Background: an optimization exercise with open tools, aiming at small area. Do not read the settings as production practice. Only simulation tests tie the RTL to the original design; equivalence was not proved. No activity file was given, so power comes from the tool's default toggle rates.

Setup of wip/onyx:
// mipsPipe
module mipsPipe (
	input  logic clk,
	input  logic reset,
	output logic [32-1:0] imemAddr,
	input  logic [32-1:0] imemData,
	output logic [32-1:0] dmemAddr,
	output logic [32-1:0] dmemWdata,
	output logic dmemWe,
	input  logic [32-1:0] dmemRdata
);
	logic [2:0] ph;        
	logic rot;             
	logic [31:2] pc;
	logic [31:0] addrQ;    
	logic [31:0] dataQ;    
	logic carry;           
	logic pcCarry;         
	logic flag;            
	logic [5:0] op, fn;
	logic [4:0] rs, rt, rd;
	assign op = imemData[31:26];
	assign rs = imemData[25:21];
	assign rt = imemData[20:16];
	assign rd = imemData[15:11];
	assign fn = imemData[5:0];
	logic isR, fAdd, fSub, fAnd, fOr, fSlt, isAddi, isLw, isSw, isBeq, isJ;
	assign isR = (op == 6'b000000);
	assign fAdd = isR && (fn == 6'b100000);
	assign fSub = isR && (fn == 6'b100010);
	assign fAnd = isR && (fn == 6'b100100);
	assign fOr = isR && (fn == 6'b100101);
	assign fSlt = isR && (fn == 6'b101010);
	assign isAddi = (op == 6'b001000);
	assign isLw = (op == 6'b100011);
	assign isSw = (op == 6'b101011);
	assign isBeq = (op == 6'b000100);
	assign isJ = (op == 6'b000010);
	logic twoTurns, lastTurn;
	assign twoTurns = fSlt || isBeq || isLw || isSw;
	assign lastTurn = rot || !twoTurns;
	logic [3:0] ringOut [32];
	logic [3:0] wd;
	logic [4:0] dest;
	logic wen;
	assign ringOut[0] = 4'd0;
	genvar gi;
	generate
		for (gi = 1; gi < 32; gi++) begin : gReg
			logic [31:0] ring;
			always_ff @(posedge clk) begin
				ring <= {(wen && dest == gi) ? wd : ring[3:0], ring[31:4]};
			end
			assign ringOut[gi] = ring[3:0];
		end
	endgenerate
	logic [3:0] a, b;
	assign a = ringOut[rs];
	assign b = ringOut[rt];
	logic [3:0] insD, immD;
	always_comb begin
		case (ph)
			3'd0: insD = imemData[3:0];
			3'd1: insD = imemData[7:4];
			3'd2: insD = imemData[11:8];
			3'd3: insD = imemData[15:12];
			3'd4: insD = imemData[19:16];
			3'd5: insD = imemData[23:20];
			default: insD = imemData[27:24];
		endcase
	end
	assign immD = ph[2] ? {4{imemData[15]}} : insD;
	logic useImm, sub;
	logic [3:0] bOp, sum, res;
	logic cOut;
	assign useImm = isAddi || isLw || isSw;
  ...
Settings: LEC_CHECK=0, CAP_MARGIN=20, CORE_MARGIN=2, CORE_UTILIZATION=65, CTS_BUF_LIST=sky130_fd_sc_hd__clkbuf_8, CTS_CLUSTER_DIAMETER=60, CTS_CLUSTER_SIZE=20, SLEW_MARGIN=20; clock period 7.0 ns.
run.sh (not shown) runs the stock make flow with config.mk's settings and CLKGATE_MAP_FILE= SYNTH_SCRIPT=/design/flow/synth_recipe.tcl, a recipe that flattens the netlist after the stock synthesis.
Both conditions hold for wip/onyx: the flow ran to the end and the final layout passed the timing, design-rule and antenna checks.
--- input diff wip/onyx..wip/quartz ---
==> flow/flow/run.sh (new file) <==
#!/bin/bash
# The standard layout, with each port buffered by the smallest buffer cell
# instead of the default choice. Everything else is the standard flow's own flow.
set -euo pipefail
export BUFFER_PORTS_ARGS="-buffer_cell sky130_fd_sc_hd__buf_1"
bash standard.sh > standard_flow.log 2>&1
==> flow/standard.sh (new file) <==
#!/bin/bash
# synth_recipe.tcl (not shown) runs the flow's synth.tcl, then flattens the netlist and writes it again
# the make line also repeats each setting of config.mk as NAME=value (left out here)
make -C /OpenROAD-flow-scripts/flow DESIGN_CONFIG=/design/flow/config.mk WORK_HOME=/design/flow/orfs CLKGATE_MAP_FILE= SYNTH_SCRIPT=/design/flow/synth_recipe.tcl "${@:-finish}"
removed: flow/run.sh
[summary]
Row part of the total power dissipated in combinational logic: wip/quartz lower / wip/onyx higher. Between wip/onyx and wip/quartz, the final cell count figures differ only marginally. On power, wip/onyx loses to wip/quartz. Summary of wip/quartz over wip/onyx: simple-gate area share of the yosys netlist barely changed, number of antenna violations at the first check in global routing dropped 1.
Input changes introduced in wip/maple (baseline for comparison: wip/quartz):
==> flow/run.sh (new file) <==
#!/bin/bash
# synth_recipe.tcl (not shown) runs the flow's synth.tcl, then flattens the netlist and writes it again
# the make line also repeats each setting of config.mk as NAME=value (left out here)
make -C /OpenROAD-flow-scripts/flow DESIGN_CONFIG=/design/flow/config.mk WORK_HOME=/design/flow/orfs CLKGATE_MAP_FILE= SYNTH_SCRIPT=/design/flow/synth_recipe.tcl finish
--- a/flow/config.mk
+++ b/flow/config.mk
@@ -8,7 +8,5 @@
 export CAP_MARGIN = 20
 export CORE_MARGIN = 2
-export CORE_UTILIZATION = 65
-export CTS_BUF_LIST = sky130_fd_sc_hd__clkbuf_8
-export CTS_CLUSTER_DIAMETER = 60
-export CTS_CLUSTER_SIZE = 20
+export CORE_UTILIZATION = 40
+export CTS_BUF_LIST = sky130_fd_sc_hd__clkbuf_4
 export SLEW_MARGIN = 20
removed: flow/flow/run.sh
removed: flow/standard.sh
--- outcome ---
- Per the comparison of wip/maple with wip/quartz, path depth of the worst reg2reg path now sits lower; total power consumption of the routed design has increased; clock tree buffer depth moved up.
- Going from wip/quartz to wip/maple, met2 wirelength from detailed routing grew by more than 10%.
- Between wip/maple and wip/quartz, it is wip/maple whose sequential share of layout area is lower, by 7.4 points.
Relative to wip/maple, the following input files were edited for wip/tundra:
--- a/flow/config.mk
+++ b/flow/config.mk
@@ -9,4 +9,5 @@
 export CORE_MARGIN = 2
 export CORE_UTILIZATION = 40
-export CTS_BUF_LIST = sky130_fd_sc_hd__clkbuf_4
+export CTS_BUF_LIST = sky130_fd_sc_hd__clkbuf_2 sky130_fd_sc_hd__clkbuf_4
+export CTS_CLUSTER_SIZE = 10
 export SLEW_MARGIN = 20
--- outcome ---
Diff wip/tundra..wip/maple | final period demand of the worst path | unchanged. Comparing wip/maple against wip/tundra, there is no change at all in number of hold-repair buffers added at the cts stage. On clock-pin slew on the worst setup and hold paths, wip/maple tracks wip/tundra almost exactly. Reported for wip/maple and wip/tundra, final design area excluding fillers turned out identical to the last digit. Non-clock inverter instance count of the final layout: wip/tundra vs wip/maple identical.

-- re-timing with driven ports --
The flow's constraints put no driver on any port. The routed layouts listed below were extracted and timed again, unchanged, in two steps.
Step 1 sets driving cells, clkbuf_16 on the clock port and buf_2 on the other inputs (assumed; they add their load-dependent delay and slew).
Step 2 moves the port delays by t, midway between the first and last clock arrival at a register: inputs arrive t later, outputs are due t later. That takes back most of the time a late clock gives input paths.
a / b / c = ideal / step 1 / step 2; a / b = the first two.
| run | t (ns) | setup slack, ns | worst register clock-pin slew, ns | cell pins on the clock port's net |
|---|---|---|---|---|
| wip/onyx | 0.744 | 1.147 / 1.150 / 0.407 | 0.12 / 0.12 | 1 |
| wip/quartz | 0.745 | 1.498 / 1.497 / 0.752 | 0.12 / 0.12 | 1 |
| wip/maple | 1.036 | 1.237 / 1.233 / 0.197 | 0.09 / 0.09 | 1 |
| wip/tundra | 1.036 | 1.237 / 1.233 / 0.197 | 0.09 / 0.09 | 1 |
After both steps setup and hold are still met in every run listed.
